This design comes from an exercise in tuning for small area, a short achievable clock period and few clock cycles per item on the open sky130 flow, not from production work.
In this exercise RTL edits were held to simulation tests only and were not proved equivalent to the original.
No activity file was given, so power comes from the tool's default toggle rates.

**config.mk**
```make
export PLATFORM = sky130hd
export DESIGN_NAME = time_binned_event_histogram
export DESIGN_NICKNAME = time_binned_event_histogram
export VERILOG_FILES = /design/flow/design.v
export SDC_FILE = /design/flow/constraint.sdc
export NUM_CORES = 4
export LEC_CHECK = 0
export ABC_AREA = 1
export CAP_MARGIN = 20
export CORE_MARGIN = 2
export CORE_UTILIZATION = 45
export CTS_CLUSTER_DIAMETER = 60
export CTS_CLUSTER_SIZE = 30
export SETUP_SLACK_MARGIN = 4.3
export SLEW_MARGIN = 20
```
**constraint.sdc**
```tcl
create_clock -name core_clock -period 7.0 [get_ports {clk}]
set_input_delay 1.4000 -clock core_clock [delete_from_list [all_inputs] [get_ports {clk}]]
set_output_delay 1.4000 -clock core_clock [all_outputs]
set_load 0.01 [all_outputs]
```
**design.v**
```verilog
package tbeh_pkg;
	localparam int MAX_BINS_DEF   = 64;
	localparam int COUNT_BITS_DEF = 16;
	localparam int TIME_W      = 32;
	localparam int BOUND_W     = 40;
	localparam int BIN_COUNT_W = 7;
	localparam int OPCODE_W    = 2;
	localparam int BIN_IDX_W   = 6;
	localparam int COUNT_OUT_W = 24;
	localparam int CFG_IDX_W   = 2;
	localparam int CFG_DATA_W  = 32;
	localparam logic [OPCODE_W-1:0] OP_CLEAR = 2'd0;
	localparam logic [OPCODE_W-1:0] OP_ADD   = 2'd1;
	localparam logic [OPCODE_W-1:0] OP_READ  = 2'd2;
	localparam logic [OPCODE_W-1:0] OP_SPARE = 2'd3;
	localparam logic [CFG_IDX_W-1:0] CFG_START  = 2'd0;
	localparam logic [CFG_IDX_W-1:0] CFG_WIDTH  = 2'd1;
	localparam logic [CFG_IDX_W-1:0] CFG_COUNT  = 2'd2;
	localparam logic [CFG_IDX_W-1:0] CFG_FILTER = 2'd3;
	localparam logic [TIME_W-1:0]      RST_START = 32'd0;
	localparam logic [TIME_W-1:0]      RST_WIDTH = 32'd1;
	localparam logic [BIN_COUNT_W-1:0] RST_COUNT = 7'd50;
	typedef struct packed {
		logic clear;
		logic step;
	} cur_cmd_t;
	typedef struct packed {
		logic advance;
		logic in_range;
	} cur_stat_t;
endpackage
module tbeh_ram #(
	parameter int WIDTH = 32,
	parameter int DEPTH = 64,
	parameter int SW    = 8,
	parameter int SR    = 8,
	parameter int NQ    = 3
) (
	input  logic                     clk,
	input  logic                     arst_n,
	input  logic [NQ-1:0]            wv,        
	input  logic [NQ-1:0]            wload,     
	input  logic [5:0]               wbin_in,
	input  logic [NQ*WIDTH-1:0]      wdata,     
	output logic [NQ-1:0]            wdone,     
	output logic [NQ-1:0]            wtap_d,    
	input  logic                     rstart,    
	input  logic                     rnext,     
	output logic                     rhit,      
	output logic [WIDTH-1:0]         rdata
);
	localparam int KW = DEPTH / SW;
	localparam int KR = DEPTH / SR;
	localparam int LW = $clog2(SW);
	localparam int LR = $clog2(SR);
	logic [5:0]             ph_q;
	logic [DEPTH*WIDTH-1:0] ring_q;
	logic [DEPTH*WIDTH-1:0] ring_d;
	logic [5:0]             x_q [NQ];
	logic [5:0]             rx_q;
	logic [NQ-1:0]          at;
	logic [WIDTH-1:0]       wbus;
	logic [KW-1:0]          wtap;
	always_ff @(posedge clk or negedge arst_n) begin
		if (!arst_n) begin
			ph_q <= '0;
		end else begin
			ph_q <= ph_q + 6'd1;
		end
	end
	logic [5:0] x_d [NQ];
	always_comb begin
		for (int q = 0; q < NQ; q++) begin
			x_d[q]    = wload[q] ? (ph_q + 6'd1 - wbin_in) : (x_q[q] + 6'd1);
			wtap_d[q] = x_d[q][LW-1:0] == '0;
		end
	end
	always_ff @(posedge clk) begin
		for (int q = 0; q < NQ; q++) begin
			x_q[q] <= x_d[q];
		end
		if (rstart) begin
			rx_q <= ph_q;
		end else if (!rnext) begin
			rx_q <= rx_q + 6'd1;
		end
	end
	always_comb begin
		wbus = '0;
		wtap = '0;
		for (int q = 0; q < NQ; q++) begin
			at[q] = wv[q] && (x_q[q][LW-1:0] == '0);
			if (at[q]) begin
				wbus = wbus | wdata[q*WIDTH +: WIDTH];
			end
			for (int k = 0; k < KW; k++) begin
				if (at[q] && x_q[q][5:LW] == k) begin
					wtap[k] = 1'b1;
				end
			end
		end
	end
	assign wdone = at;
	always_comb begin
		ring_d = {ring_q[(DEPTH-1)*WIDTH-1:0], ring_q[DEPTH*WIDTH-1:(DEPTH-1)*WIDTH]};
		for (int k = 0; k < KW; k++) begin
			if (wtap[k]) begin
				ring_d[k*SW*WIDTH +: WIDTH] = wbus;
			end
		end
	end
	always_ff @(posedge clk) begin
		ring_q <= ring_d;
	end
	assign rhit = rx_q[LR-1:0] == '0;
	always_comb begin
		rdata = ring_q[WIDTH-1:0];
		for (int k = 1; k < KR; k++) begin
			if (rx_q[5:LR] == k) begin
				rdata = ring_q[k*SR*WIDTH +: WIDTH];
			end
		end
	end
endmodule
module tbeh_gt #(
	parameter int W = 32
) (
	input  logic [W-1:0] a,
	input  logic [W-1:0] b,
	output logic         gt,
	output logic         eq
);
	localparam int L = $clog2(W);
	logic [W-1:0] g [L+1];
	logic [W-1:0] e [L+1];
	always_comb begin
		g[0] = a & ~b;
		e[0] = ~(a ^ b);
		for (int l = 1; l <= L; l++) begin
			g[l] = '0;
			e[l] = '0;
			for (int i = 0; i < (W >> l); i++) begin
				g[l][i] = g[l-1][2*i+1] | (e[l-1][2*i+1] & g[l-1][2*i]);
				e[l][i] = e[l-1][2*i+1] & e[l-1][2*i];
			end
		end
		gt = g[L][0];
		eq = e[L][0];
	end
endmodule
module tbeh_add #(
	parameter int W = 32
) (
	input  logic [W-1:0] a,
	input  logic [W-1:0] b,
	output logic [W:0]   s
);
	localparam int L = $clog2(W);
	logic [W-1:0] g [L+1];
	logic [W-1:0] p [L+1];
	always_comb begin
		g[0] = a & b;
		p[0] = a ^ b;
		for (int l = 1; l <= L; l++) begin
			g[l] = g[l-1];
			p[l] = p[l-1];
			for (int i = 0; i < W; i++) begin
				if ((i >> (l - 1)) % 2 == 1) begin
					g[l][i] = g[l-1][i] | (p[l-1][i] & g[l-1][((i >> (l - 1)) << (l - 1)) - 1]);
					p[l][i] = p[l-1][i] & p[l-1][((i >> (l - 1)) << (l - 1)) - 1];
				end
			end
		end
		s[0] = p[0][0];
		for (int i = 1; i < W; i++) begin
			s[i] = p[0][i] ^ g[L][i-1];
		end
		s[W] = g[L][W-1];
	end
endmodule
module tbeh_cursor (
	input  logic        clk,
	input  logic        arst_n,
	input  logic        wr_width,    
	input  logic        clr0,        
	input  logic        shift,       
	input  logic        step,        
	input  logic [31:0] start_time,
	input  logic [31:0] bin_width,
	input  logic [31:0] cmp_time,    
	input  logic [6:0]  bins_used,
	output logic [8:0]  cmp,
	output logic        bounds_busy, 
	output logic        fix_busy,    
	output logic        in_range,    
	output logic        in_range2,   
	output logic        in_range_d,  
	output logic        in_range2_d,
	output logic [6:0]  cursor
);
	logic [6:0]  c_q;
	logic        ir_q, ir2_q;    
	logic [32:0] b_q, b2_q, b3_q;
	logic [32:0] add_s;
	logic [1:0]  fix_q;          
	logic [2:0]  gh, eh, gl;
	logic        half;
	tbeh_add #(.W(32)) u_add (
		.a (b3_q[31:0]),
		.b (bin_width),
		.s (add_s)
	);
	logic [32:0] bnd [3];
	assign bnd[0] = b_q;
	assign bnd[1] = b2_q;
	assign bnd[2] = b3_q;
	for (genvar j = 0; j < 3; j++) begin : g_cmp
		logic ghi, ehi, glo, elo;
		tbeh_gt #(.W(16)) u_hi (.a (cmp_time[31:16]), .b (bnd[j][31:16]), .gt (ghi), .eq (ehi));
		tbeh_gt #(.W(16)) u_lo (.a (cmp_time[15:0]),  .b (bnd[j][15:0]),  .gt (glo), .eq (elo));
		assign cmp[3*j +: 3] = {ghi && !bnd[j][32], ehi && !bnd[j][32], glo};
	end
	assign bounds_busy = wr_width || (fix_q != 2'd0);
	assign fix_busy    = fix_q != 2'd0;
	assign in_range    = ir_q;
	assign in_range2   = ir2_q;
	assign cursor      = c_q;
	assign half = (fix_q == 2'd1) || (fix_q == 2'd2);
	always_ff @(posedge clk or negedge arst_n) begin
		if (!arst_n) begin
			c_q   <= '0;
			b_q   <= 33'd1;
			fix_q <= 2'd3;
		end else begin
			if (wr_width || fix_q == 2'd3) begin
				fix_q <= 2'd1;
			end else if (fix_q == 2'd1) begin
				fix_q <= 2'd2;
			end else begin
				fix_q <= 2'd0;
			end
			if (clr0) begin
				c_q <= '0;
			end else if (step) begin
				c_q <= c_q + 7'd1;
			end
			if (shift) begin
				b_q <= b2_q;
			end
		end
	end
	always_comb begin
		if (clr0) begin
			in_range_d  = 1'b1;
			in_range2_d = bins_used > 7'd1;
		end else if (step) begin
			in_range_d  = ir2_q;
			in_range2_d = (c_q + 7'd2) < bins_used;
		end else begin
			in_range_d  = c_q < bins_used;
			in_range2_d = (c_q + 7'd1) < bins_used;
		end
	end
	always_ff @(posedge clk) begin
		ir_q  <= in_range_d;
		ir2_q <= in_range2_d;
		if (shift || half) begin
			b2_q <= b3_q;
		end
		if (clr0) begin
			b3_q <= {1'b0, start_time};
		end else if (wr_width || fix_q == 2'd3) begin
			b3_q <= b_q;
		end else if (shift || half) begin
			b3_q <= {add_s[32] | b3_q[32], add_s[31:0]};
		end
	end
endmodule
module time_binned_event_histogram #(
	parameter int MAX_BINS   = tbeh_pkg::MAX_BINS_DEF,
	parameter int COUNT_BITS = tbeh_pkg::COUNT_BITS_DEF
) (
	input  logic                                clk,
	input  logic                                arst_n,
	input  logic                                cfg_we,
	input  logic [tbeh_pkg::CFG_IDX_W-1:0]      cfg_index,
	input  logic [tbeh_pkg::CFG_DATA_W-1:0]     cfg_data,
	input  logic                                in_valid,
	output logic                                in_stall,
	input  logic [tbeh_pkg::OPCODE_W-1:0]       opcode,
	input  logic [tbeh_pkg::TIME_W-1:0]         event_time,
	input  logic                                passes_filter,
	output logic                                out_valid,
	input  logic                                out_stall,
	output logic [tbeh_pkg::BIN_IDX_W-1:0]      bin_index,
	output logic [tbeh_pkg::COUNT_OUT_W-1:0]    local_count,
	output logic [tbeh_pkg::COUNT_OUT_W-1:0]    global_count,
	output logic [tbeh_pkg::COUNT_OUT_W-1:0]    local_peak,
	output logic [tbeh_pkg::COUNT_OUT_W-1:0]    global_peak,
	output logic                                last_bin
);
	localparam int CB = 16;
	localparam logic [CB-1:0] CNT_MAX = '1;
	logic [31:0] start_q;
	logic [31:0] width_q;
	logic [6:0]  n_q;         
	logic        filter_q;
	logic [6:0]  n_wr;
	always_comb begin
		if (cfg_data[6:0] == 7'd0) begin
			n_wr = 7'd1;
		end else if (cfg_data[6:0] > 7'd64) begin
			n_wr = 7'd64;
		end else begin
			n_wr = cfg_data[6:0];
		end
	end
	always_ff @(posedge clk or negedge arst_n) begin
		if (!arst_n) begin
			start_q  <= 32'd0;
			width_q  <= 32'd1;
			n_q      <= 7'd50;
			filter_q <= 1'b0;
		end else begin
			if (cfg_we) begin
				case (cfg_index)
					tbeh_pkg::CFG_START:  start_q  <= cfg_data;
					tbeh_pkg::CFG_WIDTH:  width_q  <= cfg_data;
					tbeh_pkg::CFG_COUNT:  n_q      <= n_wr;
					default:              filter_q <= cfg_data[0];
				endcase
			end
		end
	end
	logic        m_v;
	logic [3:0]  m_opv;       
	logic [3:0]  m_opv_d;
	logic [3:0]  in_opv;
	logic [31:0] m_t;
	logic        m_p;
	logic [8:0]  m_cmp;              
	logic        m_c1, m_c2, m_c3;
	logic        m_k;                
	logic        m_cv;               
	logic [8:0]  cmp;
	logic [8:0]  m_cmp_d;
	logic        m_k_d, m_cv_d;
	logic        in_stall_q;         
	logic        bounds_busy;
	logic        fix_busy;
	logic        recmp;              
	logic        shift;
	logic [31:0] cmp_time;
	logic        m_done;
	logic        m_free;
	assign in_stall = in_stall_q;
	assign m_free   = !m_v || m_done;
	assign m_v = |m_opv;
	always_comb begin
		in_opv = '0;
		if (in_valid) begin
			in_opv[opcode] = 1'b1;
		end
	end
	assign m_opv_d = !in_stall_q ? in_opv : (m_done ? 4'd0 : m_opv);
	always_ff @(posedge clk or negedge arst_n) begin
		if (!arst_n) begin
			m_opv      <= '0;
			in_stall_q <= 1'b0;
		end else begin
			m_opv      <= m_opv_d;
			in_stall_q <= in_stall_d;
		end
	end
	assign cmp_time = recmp ? m_t : event_time;
	always_comb begin
		m_c1 = m_cmp[2] || (m_cmp[1] && m_cmp[0]);
		m_c2 = m_cmp[5] || (m_cmp[4] && m_cmp[3]);
		m_c3 = m_cmp[8] || (m_cmp[7] && m_cmp[6]);
	end
	assign m_cmp_d = (!in_stall_q || recmp) ? cmp : m_cmp;
	always_ff @(posedge clk) begin
		m_cmp <= m_cmp_d;
		if (!in_stall_q) begin
			m_t <= event_time;
			m_p <= passes_filter;
		end
	end
	logic        is_add, is_clr, is_rd, is_nop;
	logic [1:0]  clrph_q;     
	logic        clr1, clr2;
	logic        add_go;      
	logic        gt1, gt2, in_range, in_range2;
	logic        in_range_d, in_range2_d;
	logic        rd_active_d;
	logic [1:0]  clrph_d;
	logic        in_stall_d;
	logic [6:0]  cursor;
	logic        want_step, step, add_done, land, take;
	logic        wq_full;
	logic        rd_active_q;
	logic        rd_all_q;
	logic        out_free;
	logic        rd_start;
	logic        rd_chain;      
	logic        chain_q;       
	logic        pk_load;
	assign is_add = m_opv[tbeh_pkg::OP_ADD];
	assign is_clr = m_opv[tbeh_pkg::OP_CLEAR];
	assign is_rd  = m_opv[tbeh_pkg::OP_READ];
	assign is_nop = m_opv[tbeh_pkg::OP_SPARE];
	assign clr1 = is_clr && (clrph_q == 2'd0) && !rd_active_q && !fix_busy;
	assign clr2 = is_clr && (clrph_q != 2'd0);
	tbeh_cursor u_cursor (
		.clk         (clk),
		.arst_n      (arst_n),
		.wr_width    (cfg_we && (cfg_index == tbeh_pkg::CFG_WIDTH)),
		.clr0        (clr1),
		.shift       (shift),
		.step        (step),
		.start_time  (start_q),
		.bin_width   (width_q),
		.cmp_time    (cmp_time),
		.bins_used   (n_q),
		.cmp         (cmp),
		.bounds_busy (bounds_busy),
		.fix_busy    (fix_busy),
		.in_range    (in_range),
		.in_range2   (in_range2),
		.in_range_d  (in_range_d),
		.in_range2_d (in_range2_d),
		.cursor      (cursor)
	);
	assign recmp     = is_add && !m_cv;
	assign add_go    = is_add && m_cv;
	assign gt1       = m_k ? m_c2 : m_c1;
	assign gt2       = m_k ? m_c3 : m_c2;
	assign want_step = add_go && in_range && gt1;
	assign step      = want_step && !wq_full;
	assign shift     = step || clr2;
	assign add_done  = add_go && (!want_step || (step && !(gt2 && in_range2)));
	assign land      = add_done && (want_step ? in_range2 : in_range);
	assign take      = !filter_q || m_p;
	assign rd_start  = is_rd && !chain_q && (!rd_active_q || (rd_all_q && out_free));
	assign m_done    = is_nop || rd_start || (chain_q && out_free) ||
		(clr2 && clrph_q == 2'd3) || add_done;
	assign clrph_d = (clr1 || clr2) ? clrph_q + 2'd1 : clrph_q;
	always_ff @(posedge clk or negedge arst_n) begin
		if (!arst_n) begin
			clrph_q <= 2'd0;
		end else begin
			clrph_q <= clrph_d;
		end
	end
	always_comb begin
		m_k_d  = m_k;
		m_cv_d = m_cv;
		if (!in_stall_q || recmp) begin
			m_k_d  = shift;
			m_cv_d = !bounds_busy;
		end else if (step) begin
			m_k_d  = 1'b1;
			m_cv_d = !m_k;
		end
	end
	always_ff @(posedge clk) begin
		m_k  <= m_k_d;
		m_cv <= m_cv_d;
	end
	logic [CB-1:0] acc_l, acc_g, lpk, gpk;
	logic [CB-1:0] l_inc, g_inc;
	assign g_inc = acc_g + CB'(1);
	assign l_inc = acc_l + CB'(1);
	always_ff @(posedge clk or negedge arst_n) begin
		if (!arst_n) begin
			acc_l <= '0;
			acc_g <= '0;
			lpk   <= '0;
			gpk   <= '0;
		end else if (clr1) begin
			acc_l <= '0;
			acc_g <= '0;
			lpk   <= '0;
			gpk   <= '0;
		end else if (step) begin
			acc_g <= {{(CB-1){1'b0}}, land};
			acc_l <= {{(CB-1){1'b0}}, land && take};
			if (land && gpk == '0) begin
				gpk <= CB'(1);
			end
			if (land && take && lpk == '0) begin
				lpk <= CB'(1);
			end
		end else if (land) begin
			if (acc_g != CNT_MAX) begin
				acc_g <= g_inc;
				if (acc_g == gpk) begin
					gpk <= g_inc;
				end
			end
			if (take && acc_l != CNT_MAX) begin
				acc_l <= l_inc;
				if (acc_l == lpk) begin
					lpk <= l_inc;
				end
			end
		end
	end
	localparam int NQ = 3;
	logic [NQ-1:0]      wq_v;
	logic [NQ*2*CB-1:0] wq_data;
	logic [NQ-1:0]      wq_done;
	logic [NQ-1:0]      wq_free;
	logic [NQ-1:0]      wq_push;
	logic [NQ-1:0]      wq_v_d;
	logic [NQ-1:0]      wq_at_d;    
	assign wq_free = ~wq_v | wq_done;
	assign wq_full = wq_free == '0;
	always_comb begin
		wq_push = '0;
		for (int q = NQ - 1; q >= 0; q--) begin
			if (wq_free[q]) begin
				wq_push = '0;
				wq_push[q] = step;
			end
		end
	end
	assign wq_v_d = clr1 ? '0 : (wq_push | (wq_v & ~wq_done));
	always_ff @(posedge clk or negedge arst_n) begin
		if (!arst_n) begin
			wq_v <= '0;
		end else begin
			wq_v <= wq_v_d;
		end
	end
	always_ff @(posedge clk) begin
		for (int q = 0; q < NQ; q++) begin
			if (wq_free[q]) begin
				wq_data[q*2*CB +: 2*CB]  <= {acc_l, acc_g};
			end
		end
	end
	always_comb begin
		logic c1n, c2n, c3n, g1n, g2n, fulln, wantn, stepn, addn, donen;
		c1n   = m_cmp_d[2] || (m_cmp_d[1] && m_cmp_d[0]);
		c2n   = m_cmp_d[5] || (m_cmp_d[4] && m_cmp_d[3]);
		c3n   = m_cmp_d[8] || (m_cmp_d[7] && m_cmp_d[6]);
		g1n   = m_k_d ? c2n : c1n;
		g2n   = m_k_d ? c3n : c2n;
		fulln = (~wq_v_d | wq_at_d) == '0;
		wantn = m_cv_d && in_range_d && g1n;
		stepn = wantn && !fulln;
		addn  = m_cv_d && (!wantn || (stepn && !(g2n && in_range2_d)));
		donen = m_opv_d[tbeh_pkg::OP_SPARE] ||
			(m_opv_d[tbeh_pkg::OP_READ] && !rd_active_d) ||
			(m_opv_d[tbeh_pkg::OP_CLEAR] && clrph_d == 2'd3) ||
			(m_opv_d[tbeh_pkg::OP_ADD] && addn);
		in_stall_d = (m_opv_d != '0) && !donen;
	end
	logic [5:0]    rd_i_q;
	logic [6:0]    cs_q;
	logic [2*CB-1:0] accs_q;
	logic          rhit;
	logic [2*CB-1:0] rdata;
	logic          rd_load;
	logic          rd_last;
	logic [2*CB-1:0] rd_word;
	tbeh_ram #(
		.WIDTH (2 * CB),
		.DEPTH (64),
		.SW    (8),
		.SR    (8),
		.NQ    (NQ)
	) u_ram (
		.clk    (clk),
		.arst_n (arst_n),
		.wv      (wq_v),
		.wload   (wq_free),
		.wbin_in (cursor[5:0]),
		.wdata   (wq_data),
		.wdone   (wq_done),
		.wtap_d  (wq_at_d),
		.rstart  (rd_start || rd_chain),
		.rnext   (rd_load),
		.rhit    (rhit),
		.rdata  (rdata)
	);
	logic        out_valid_q;
	logic [5:0]  oidx_q;
	logic [CB-1:0] olcnt_q, ogcnt_q, olpk_q, ogpk_q;
	logic        olast_q;
	assign out_free = !out_valid_q || !out_stall;
	assign rd_load  = rd_active_q && !rd_all_q && rhit && out_free;
	assign rd_last  = {1'b0, rd_i_q} == (n_q - 7'd1);
	assign rd_word  = ({1'b0, rd_i_q} < cs_q) ? rdata :
		(({1'b0, rd_i_q} == cs_q) ? accs_q : '0);
	assign rd_chain    = is_rd && !chain_q && rd_load && rd_last;
	assign pk_load     = rd_start || (chain_q && out_free);
	assign rd_active_d = rd_start ? 1'b1 : ((rd_all_q && out_free) ? 1'b0 : rd_active_q);
	always_ff @(posedge clk or negedge arst_n) begin
		if (!arst_n) begin
			rd_active_q <= 1'b0;
			rd_all_q    <= 1'b0;
			chain_q     <= 1'b0;
			out_valid_q <= 1'b0;
		end else begin
			rd_active_q <= rd_active_d;
			if (rd_start) begin
				rd_all_q <= 1'b0;
			end else if (rd_load && rd_last && !rd_chain) begin
				rd_all_q <= 1'b1;
			end
			if (rd_chain) begin
				chain_q <= 1'b1;
			end else if (out_free) begin
				chain_q <= 1'b0;
			end
			if (rd_load) begin
				out_valid_q <= 1'b1;
			end else if (!out_stall) begin
				out_valid_q <= 1'b0;
			end
		end
	end
	always_ff @(posedge clk) begin
		if (rd_start || rd_chain) begin
			rd_i_q <= '0;
			cs_q   <= cursor;
			accs_q <= {acc_l, acc_g};
		end else if (rd_load) begin
			rd_i_q <= rd_i_q + 6'd1;
		end
		if (pk_load) begin
			olpk_q <= lpk;
			ogpk_q <= filter_q ? gpk : lpk;
		end
		if (rd_load) begin
			oidx_q  <= rd_i_q;
			olcnt_q <= rd_word[2*CB-1:CB];
			ogcnt_q <= rd_word[CB-1:0];
			olast_q <= rd_last;
		end
	end
	assign out_valid    = out_valid_q;
	assign bin_index    = oidx_q;
	assign local_count  = {8'd0, olcnt_q};
	assign global_count = {8'd0, ogcnt_q};
	assign local_peak   = {8'd0, olpk_q};
	assign global_peak  = {8'd0, ogpk_q};
	assign last_bin     = olast_q;
endmodule
```
**flow/run.sh**
```bash
#!/bin/bash
# The standard layout with two changes: clock tree synthesis adds no dummy loads,
# and the port buffers are buf_2 cells (the default pick is a slower, larger delay
# buffer). Each tool's full output stays in ORFS's own logs under orfs/logs; make's
# output goes to flow_make.log in this folder.
set -euo pipefail
export CTS_ARGS="-sink_clustering_enable -repair_clock_nets -sink_clustering_size 30 -sink_clustering_max_diameter 45 -dont_use_dummy_load"
export BUFFER_PORTS_ARGS="-buffer_cell sky130_fd_sc_hd__buf_2"
bash standard.sh > flow_make.log 2>&1
```
**standard.sh**
```bash
#!/bin/bash
# synth_recipe.tcl (not shown) runs the flow's synth.tcl, then flattens the netlist and writes it again
# the make line also repeats each setting of config.mk as NAME=value (left out here)
make -C /OpenROAD-flow-scripts/flow DESIGN_CONFIG=/design/flow/config.mk WORK_HOME=/design/flow/orfs CLKGATE_MAP_FILE= SYNTH_SCRIPT=/design/flow/synth_recipe.tcl "${@:-finish}"
```
==> results.yml, run 1 <==
synth:
  ys_seq_area_share_pct: 75.9
  synth_area_leaders: "dfxtp_1, edfxtp_1, dfrtp_1"
  yosys.area.top_type: "dfxtp_1"
  synth.distinct_cells: 68
  syn_avg_cell_area_um2: 12.9
  synth.top_cell.area_share_pct: 56.6
  synth.ff_latch_count: 2594
  yosys_warnings: 13
  syn_inst: 5698
  synth-main-ff-cell: "dfxtp_1"
  async_reset_ff_share_pct: 7.63
  syn-cell-area_um2: 73800
  synth_edf_count: 310
grt:
  grt_start_max_net_pins: 70
  grt_overflow: 0
  antenna_found_initial: 4
  track_usage_pct: 18.9
  grt_first_pass_wirelength_mm: 240
  grt_pass1_vias: 39600
clock_tree:
  insertion_delay_ns: 0.86
  cts_tree: "done"
  cts_made_buffers: 204
  clock-sinks: 2594
  root_buffer: "clkbuf_16"
  cts.htree.levels: 4
  cts_buffer_depth: 3
  clk_pin_slew_ns: 0.08
worst_setup_path:
  required_ns: 5.60
  rrSetupSlack_ns: 4.14
  startpoint_type: "flop"
  slowest_delay_ns: 0.54
  r2r_cells: 19
  timing.rr.end: "u_cursor.b3_q[17]$_DFFE_PP_"
  path_cells: "buf_6"
  crit_type: "reg2out"
  worstPathArrival_ns: 1.56
  r2r_start: "width_q[0]$_DFFE_PN1P_"
  crit_path_end_kind: "output pin"
  path_buf_inv: 1
  worst-path-max-fanout: 1
  crit_slowest_cell: "edfxtp_1"
  critPathTopFamily: "flip-flops"
die:
  io_pins: 179
  fp-row-count: 148
  initial_core_util_pct: 45.3
  fp.dieArea_um2: 167000
  fp.dieH_um: 409
  die_w_um: 409
  coreArea_um2: 163000
timing:
  fmax_mhz: 337
  tightest_slew_ns: 0.937
  maxSlewHeadroom_pct: 37.5
  setup-tns-final_ns: 0
  finalCriticalPeriod_ns: 2.96
  hold_viol: 0
  rsz0062_at_grt: "yes"
  setup_violations: 0
  finalClockSkew_ns: 0.106
  fin_crit_sh_pct: 42.4
  maxSlewViolCount: 0
routing:
  drc: 0
  finalWirelength_mm: 162
  ant_nets: 0
  avgRoutedWirePerCell_um: 19.7
  dr.pass1.iters: 6
  initialDrtViolationCount: 2798
  num_vias: 40100
  viasPerCell: 4.88
status:
  status: "timing/DRC/antenna clean"
min_path:
  whs_endpoint: "u_ram.ring_q[1192]$_DFF_P_"
  hold_depth: 0
  hp-class: "reg2reg"
  min-delay-start: "u_ram.ring_q[1160]$_DFF_P_"
layout:
  fin_cells: 8229
  syn_to_final_growth_pct: 14.7
  mostFrequentLayoutCells: "dfxtp_1, nand2_1, inv_1"
  fin_util_pct: 52.0
  drive_gt1_share_pct: 16.8
  fillers: 13800
  nNetsFinal: 6307
  final_common_cell: "dfxtp_1"
placed_design:
  hpwl_mm: 95.9
  port_buffers: 146
  place.gp.congestion: 0.859
  dp.cells: 7916
power:
  max-vdd-ir-drop_mv: 0.283
  power.density_nw_per_um2: 379
  cellLeakagePower_nw: 35.9
job:
  maxCapViolations: 0
==> per-layer routing <==
layer / track usage, % / vias to the layer above / share of wire, %
li1: - / 19300 / -
met1: 26.8 / 19500 / 47
met2: 29.5 / 1017 / 45
met3: 3.08 / 271 / 4.9
met4: 6.48 / 0 / 2.9
met5: 0 / - / 0
==> synthesized netlist by cell type (10+ instances only) <==
| cell | instances |
|---|---|
| nand3_1 | 156 |
| nor3_1 | 22 |
| mux2i_1 | 32 |
| o21ai_0 | 342 |
| o221ai_1 | 25 |
| clkbuf_1 | 101 |
| o21ai_1 | 20 |
| dfxtp_1 | 2086 |
| nor2_1 | 181 |
| ha_1 | 174 |
| nor4_1 | 17 |
| o21ai_2 | 10 |
| nand4_1 | 58 |
| dfrtp_1 | 191 |
| mux2_2 | 251 |
| buf_4 | 32 |
| buf_2 | 34 |
| a21oi_1 | 175 |
| xnor2_1 | 21 |
| o22ai_1 | 19 |
| edfxtp_1 | 310 |
| xor2_1 | 43 |
| inv_1 | 359 |
| nand2_1 | 883 |
==> cell type report <==
class / count / area [um2] / share of cell area [%]
repair buffers: 281 / 2380 / 2.81
well taps: 2175 / 2720 / 3.21
multi-input cells: 2600 / 16900 / 20.0
diodes: 3 / 7.51 / 0.00887
inverters: 372 / 1450 / 1.72
flip-flops and latches: 2594 / 56100 / 66.2
clock buffers: 204 / 5100 / 6.03
==> through the flow <==
step                area, um2  total power [mW]  worst slack, ns  hold WS [ns]
floorplan               74100              20.0             4.02         0.310
global placement        77100              21.6             2.72         0.310
detailed placement      77100              21.8             2.60         0.312
CTS                     83300              31.9             3.98         0.264
global route            84700              33.5             3.99         0.268
finish                  84700              32.1             4.04         0.269
==> power by group <==
group          total, mW  leakage, nW  switching, mW  internal (mW)
Sequential          16.7         22.5          0.588           16.1
Combinational       5.59         10.9           3.66           1.93
Clock               9.78         2.51           4.69           5.09
==> worst max-delay path by stage <==
stage / slack (ns) / startpoint / to / cells after the start
4_1_cts: 3.98 / olcnt_q[14]$_DFFE_PP_ / local_count[14] / 1
3_5_place_dp: 2.60 / u_ram.x_q[0][0]$_DFF_P_ / u_cursor.b3_q[24]$_DFFE_PP_ / 14
3_3_place_gp: 2.72 / u_ram.x_q[0][0]$_DFF_P_ / u_cursor.b3_q[8]$_DFFE_PP_ / 14
5_1_grt: 3.99 / olcnt_q[14]$_DFFE_PP_ / local_count[14] / 1
2_1_floorplan: 4.02 / out_stall / u_ram.rx_q[1]$_DFFE_PP_ / 8
6_report: 4.04 / olcnt_q[14]$_DFFE_PP_ / local_count[14] / 1
==> registers in the layout (all words and copies together) (netlist names), 7 cells and up <==
signal and cells:
olcnt_q 16, n_q 7, ogpk_q 16, u_cursor.b2_q 33, u_cursor.b3_q 33, lpk 16, u_ram.ring_q 2048, olpk_q 16
cs_q 7, m_cmp 9, u_ram.x_q 18, accs_q 32, acc_g 16, start_q 32, u_cursor.b_q 33, acc_l 16
ogcnt_q 16, wq_data 96, width_q 32, m_t 32, u_cursor.c_q 7, gpk 16
==> timing repair <==
item                                    4_1_cts  5_1_grt
hold buffers                                  0        0
buffers inserted                             47       34
cloned                                       10       15
pin swaps                                    24       61
gates resized for setup                     148      194
endpoints found under the setup margin      600      518
==> cells by family after synthesis <==
| kind of cell | share of synthesized area [%] |
|---|---|
| AO/OA/AOI/OAI | 4.92 |
| XOR/XNOR | 0.760 |
| adder cells (fa/ha/maj) | 3.11 |
| buffers and inverters | 3.06 |
| flip-flops | 75.9 |
| multiplexers | 4.40 |
| other | 0.00508 |
| AND/OR/NAND/NOR | 7.79 |
Testbench counts, summed over its fixed seeds: cycles 15,502, items 10,368.
==> run 2, diff against run 1 <==
==> flow/run.sh (replaced) <==
#!/bin/bash
# The standard layout with three changes: clock tree synthesis adds no dummy loads,
# the port buffers are buf_2 cells (the default pick is a slower, larger delay
# buffer), and the data ports are placed on the bottom edge (flow/io.tcl).
# Each tool's full output stays in ORFS's own logs under orfs/logs; make's output
# goes to flow_make.log in this folder.
set -euo pipefail
export CTS_ARGS="-sink_clustering_enable -repair_clock_nets -sink_clustering_size 30 -sink_clustering_max_diameter 60 -dont_use_dummy_load"
export BUFFER_PORTS_ARGS="-buffer_cell sky130_fd_sc_hd__buf_2"
export IO_CONSTRAINTS="$PWD/flow/io.tcl"
bash standard.sh > flow_make.log 2>&1
==> flow/io.tcl (new file) <==
# All data ports on the bottom edge, so that the port registers can sit next to them.
set_io_pin_constraint -region bottom:* -pin_names {local_count* global_count* local_peak* global_peak* bin_index* last_bin out_valid out_stall in_stall in_valid opcode* event_time* passes_filter cfg_we cfg_index* cfg_data* arst_n}
--- a/config.mk
+++ b/config.mk
@@ -13,3 +13,3 @@
 export CTS_CLUSTER_SIZE = 30
-export SETUP_SLACK_MARGIN = 4.3
+export SETUP_SLACK_MARGIN = 4.2
 export SLEW_MARGIN = 20
==> run 2 against run 1 <==
Effect of this change:
- worst setup slack worse by 0.11 ns
- global-route usage up 0.88 points
- largest power group unchanged
- power down 4.3%
- non-clock buffer count up 18
- highest routed layer unchanged
==> results.yml, run 2 <==
clock_tree:
  clock-sinks: 2594
  cts_made_buffers: 138
  clk_pin_slew_ns: 0.09
  root_buffer: "clkbuf_16"
  insertion_delay_ns: 0.80
  cts.htree.levels: 4
  cts_buffer_depth: 3
  cts_tree: "done"
  holdBufCountCts: 0
layout:
  drive_gt1_share_pct: 16.7
  mostFrequentLayoutCells: "dfxtp_1, nand2_1, inv_1"
  regMostFlops: "u_ram.ring_q"
  nNetsFinal: 6254
  multi_input_area_um2: 17200
  syn_to_final_growth_pct: 13.0
  largest_reg_flops: 2048
  design_area_um2: 83300
  fillers: 13900
  fin_util_pct: 51.2
  seqCellArea_um2: 56100
  antenna_cells: 0
  reg_top3: "u_ram.ring_q: 2048 flops, wq_data: 96 flops"
  final_common_cell: "dfxtp_1"
synth:
  yosys.area.top_type: "dfxtp_1"
  synth.top_cell.area_share_pct: 56.6
  synth_edf_count: 310
  syn_avg_cell_area_um2: 12.9
  syn_inst: 5698
  synth_most_common_cell: "dfxtp_1"
  synth.ff_latch_count: 2594
  syn-cell-area_um2: 73800
  synth_area_leaders: "dfxtp_1, edfxtp_1, dfrtp_1"
  synth-main-ff-cell: "dfxtp_1"
  yosys_warnings: 13
  synth.distinct_cells: 68
  async_reset_ff_share_pct: 7.63
  synthTopCellsByCount: "dfxtp_1, nand2_1, inv_1"
  ys_seq_area_share_pct: 75.9
status:
  status: "timing/DRC/antenna clean"
routing:
  num_vias: 39900
  avgRoutedWirePerCell_um: 20.7
  drc: 0
  finalWirelength_mm: 169
  viasPerCell: 4.88
  dr.pass1.iters: 5
  initialDrtViolationCount: 3074
  ant_nets: 0
grt:
  antenna_found_initial: 1
  track_usage_pct: 19.8
  grt_pass1_vias: 39200
  grt_first_pass_wirelength_mm: 249
  grt_overflow: 0
  grt_start_max_net_pins: 103
power:
  power.density_nw_per_um2: 368
  max-vdd-ir-drop_mv: 0.296
  cellLeakagePower_nw: 35.2
  power_mw: 30.7
die:
  fp.dieArea_um2: 167000
  fp.dieH_um: 409
  coreArea_um2: 163000
  die_w_um: 409
  fp-row-count: 148
  initial_core_util_pct: 45.3
  io_pins: 179
worst_setup_path:
  crit_path_end_kind: "flop"
  required_ns: 7.47
  crit_type: "reg2reg"
  worst-path-max-fanout: 4
  r2r_cells: 19
  rrSetupSlack_ns: 3.93
  timing.rr.end: "u_cursor.b3_q[16]$_DFFE_PP_"
  r2r_start: "width_q[0]$_DFFE_PN1P_"
  worstPathArrival_ns: 3.55
  startpoint_type: "flop"
min_path:
  whs_endpoint: "u_ram.ring_q[1912]$_DFF_P_"
  hold_depth: 0
  hp-class: "reg2reg"
  min-delay-start: "u_ram.ring_q[1880]$_DFF_P_"
timing:
  tightest_slew_ns: 0.942
  maxSlewViolCount: 0
  finalCriticalPeriod_ns: 3.07
  finalClockSkew_ns: 0.126
  fmax_mhz: 325
  maxSlewHeadroom_pct: 37.2
  hold_viol: 0
  rsz0062_at_grt: "yes"
  fin_crit_sh_pct: 43.9
  setup_violations: 0
  setup-tns-final_ns: 0
  setup_ws_ns: 3.93
placed_design:
  dp_worst_setup_slack_ns: 2.20
  port_buffers: 146
  hpwl_mm: 106
  placed_area_um2: 77100
  place.gp.congestion: 0.892
job:
  maxCapViolations: 0
[run 2: cell types whose count changed in the layout (fill, tap and decap cells not counted), moves of 12 or more]
cell	delta
clkbuf_16	-71
ha_4	+21
nand3_1	+20
ha_1	-19
o221ai_1	-17
o221ai_2	+17
nand2_1	-15
buf_4	+14
nand3_2	-14
buf_6	-13
buf_2	+12
[run 2: logic make-up after synthesis]
family,share of synthesized area (%)
XOR/XNOR,0.760
multiplexers,4.40
flip-flops,75.9
adder cells (fa/ha/maj),3.11
AO/OA/AOI/OAI,4.92
other,0.00508
buffers and inverters,3.06
AND/OR/NAND/NOR,7.79
[run 2: worst max-delay path, cell delays in order (launching register included)]
cell and delay, ns:
dfstp_2 0.57, ha_4 0.13, inv_2 0.03, fa_2 0.33, inv_2 0.08, nand3_2 0.06
nand2_2 0.08, nand2_2 0.07, nand2_4 0.09, nand3_4 0.07, nand2_4 0.08, a21oi_4 0.07
inv_2 0.07, a21o_1 0.14, buf_8 0.14, inv_4 0.03, fa_2 0.51, nand2_1 0.05
o21ai_1 0.09, o21ai_1 0.07
[run 2: final cells by class]
| class | instances | area share [%] |
|---|---|---|
| multi-input cells | 2595 | 20.6 |
| repair buffers | 299 | 2.96 |
| clock buffers | 138 | 4.14 |
| well taps | 2175 | 3.27 |
| flip-flops and latches | 2594 | 67.3 |
| inverters | 372 | 1.75 |
[run 2: what timing repair did]
item | in CTS | in global routing
setup endpoints to repair | 557 | 377
gates resized for setup | 209 | 157
pin swaps | 54 | 53
cloned | 12 | 5
setup buffers | 56 | 44
[run 2: stage by stage]
step,hold slack [ns],cells
3_3_place_gp,0.309,7916
5_1_grt,0.203,8173
3_5_place_dp,0.312,7918
6_report,0.188,8173
4_1_cts,0.185,8124
2_1_floorplan,0.310,5729
[run 2: routing by layer]
layer | GRT usage, % | routed length [um]
met2 | 33.2 | 81400
met4 | 7.11 | 6450
met3 | 2.95 | 6970
met1 | 26.0 | 74600
met5 | 0 | 0
[run 2: how the worst max path moves through the flow]
| stage | startpoint | to | slack (ns) | cells after the start |
|---|---|---|---|---|
| 6_report | width_q[0]$_DFFE_PN1P_ | u_cursor.b3_q[16]$_DFFE_PP_ | 3.93 | 19 |
| 5_1_grt | width_q[0]$_DFFE_PN1P_ | u_cursor.b3_q[17]$_DFFE_PP_ | 3.75 | 20 |
| 4_1_cts | width_q[0]$_DFFE_PN1P_ | u_cursor.b3_q[16]$_DFFE_PP_ | 3.90 | 19 |
| 3_5_place_dp | u_ram.x_q[0][0]$_DFF_P_ | u_cursor.b3_q[7]$_DFFE_PP_ | 2.20 | 14 |
| 3_3_place_gp | u_ram.x_q[0][0]$_DFF_P_ | u_cursor.b3_q[16]$_DFFE_PP_ | 2.32 | 14 |
| 2_1_floorplan | out_stall | u_ram.rx_q[1]$_DFFE_PP_ | 4.02 | 8 |
[run 2: report_power, final]
group	total [mW]	switching [mW]	internal [mW]
logic	6.14	4.02	2.12
registers	16.7	0.582	16.1
clock network	7.88	4.37	3.51
total	30.7	8.97	21.7

-- what the ideal ports hide --
The flow's constraints put no driver on any port. The routed layouts listed below were extracted and timed again, unchanged, in two steps.
Step 1 sets driving cells, clkbuf_16 on the clock port and buf_2 on the other inputs (assumed; they add their load-dependent delay and slew).
Step 2, shift: input delay + t, output delay - t, t = (earliest + latest rising clock arrival at the registers) / 2. This alone moves slack from input paths to output paths.
a / b / c = ideal ports / drivers / drivers and shift; a / b = the first two.
| run | shift t [ns] | setup slack, ns | clock arrival spread, ns | worst register clock-pin slew, ns |
|---|---|---|---|---|
| run 1 | 0.891 | 4.035 / 3.950 / 3.349 | 0.118 / 0.117 | 0.09 / 0.09 |
| run 2 | 0.826 | 3.925 / 3.925 / 3.387 | 0.151 / 0.151 | 0.11 / 0.11 |
After both steps setup and hold are still met in every run listed. For run 1, which loses most, drivers alone change the setup slack by -0.085 ns; drivers and shift together by -0.686 ns.
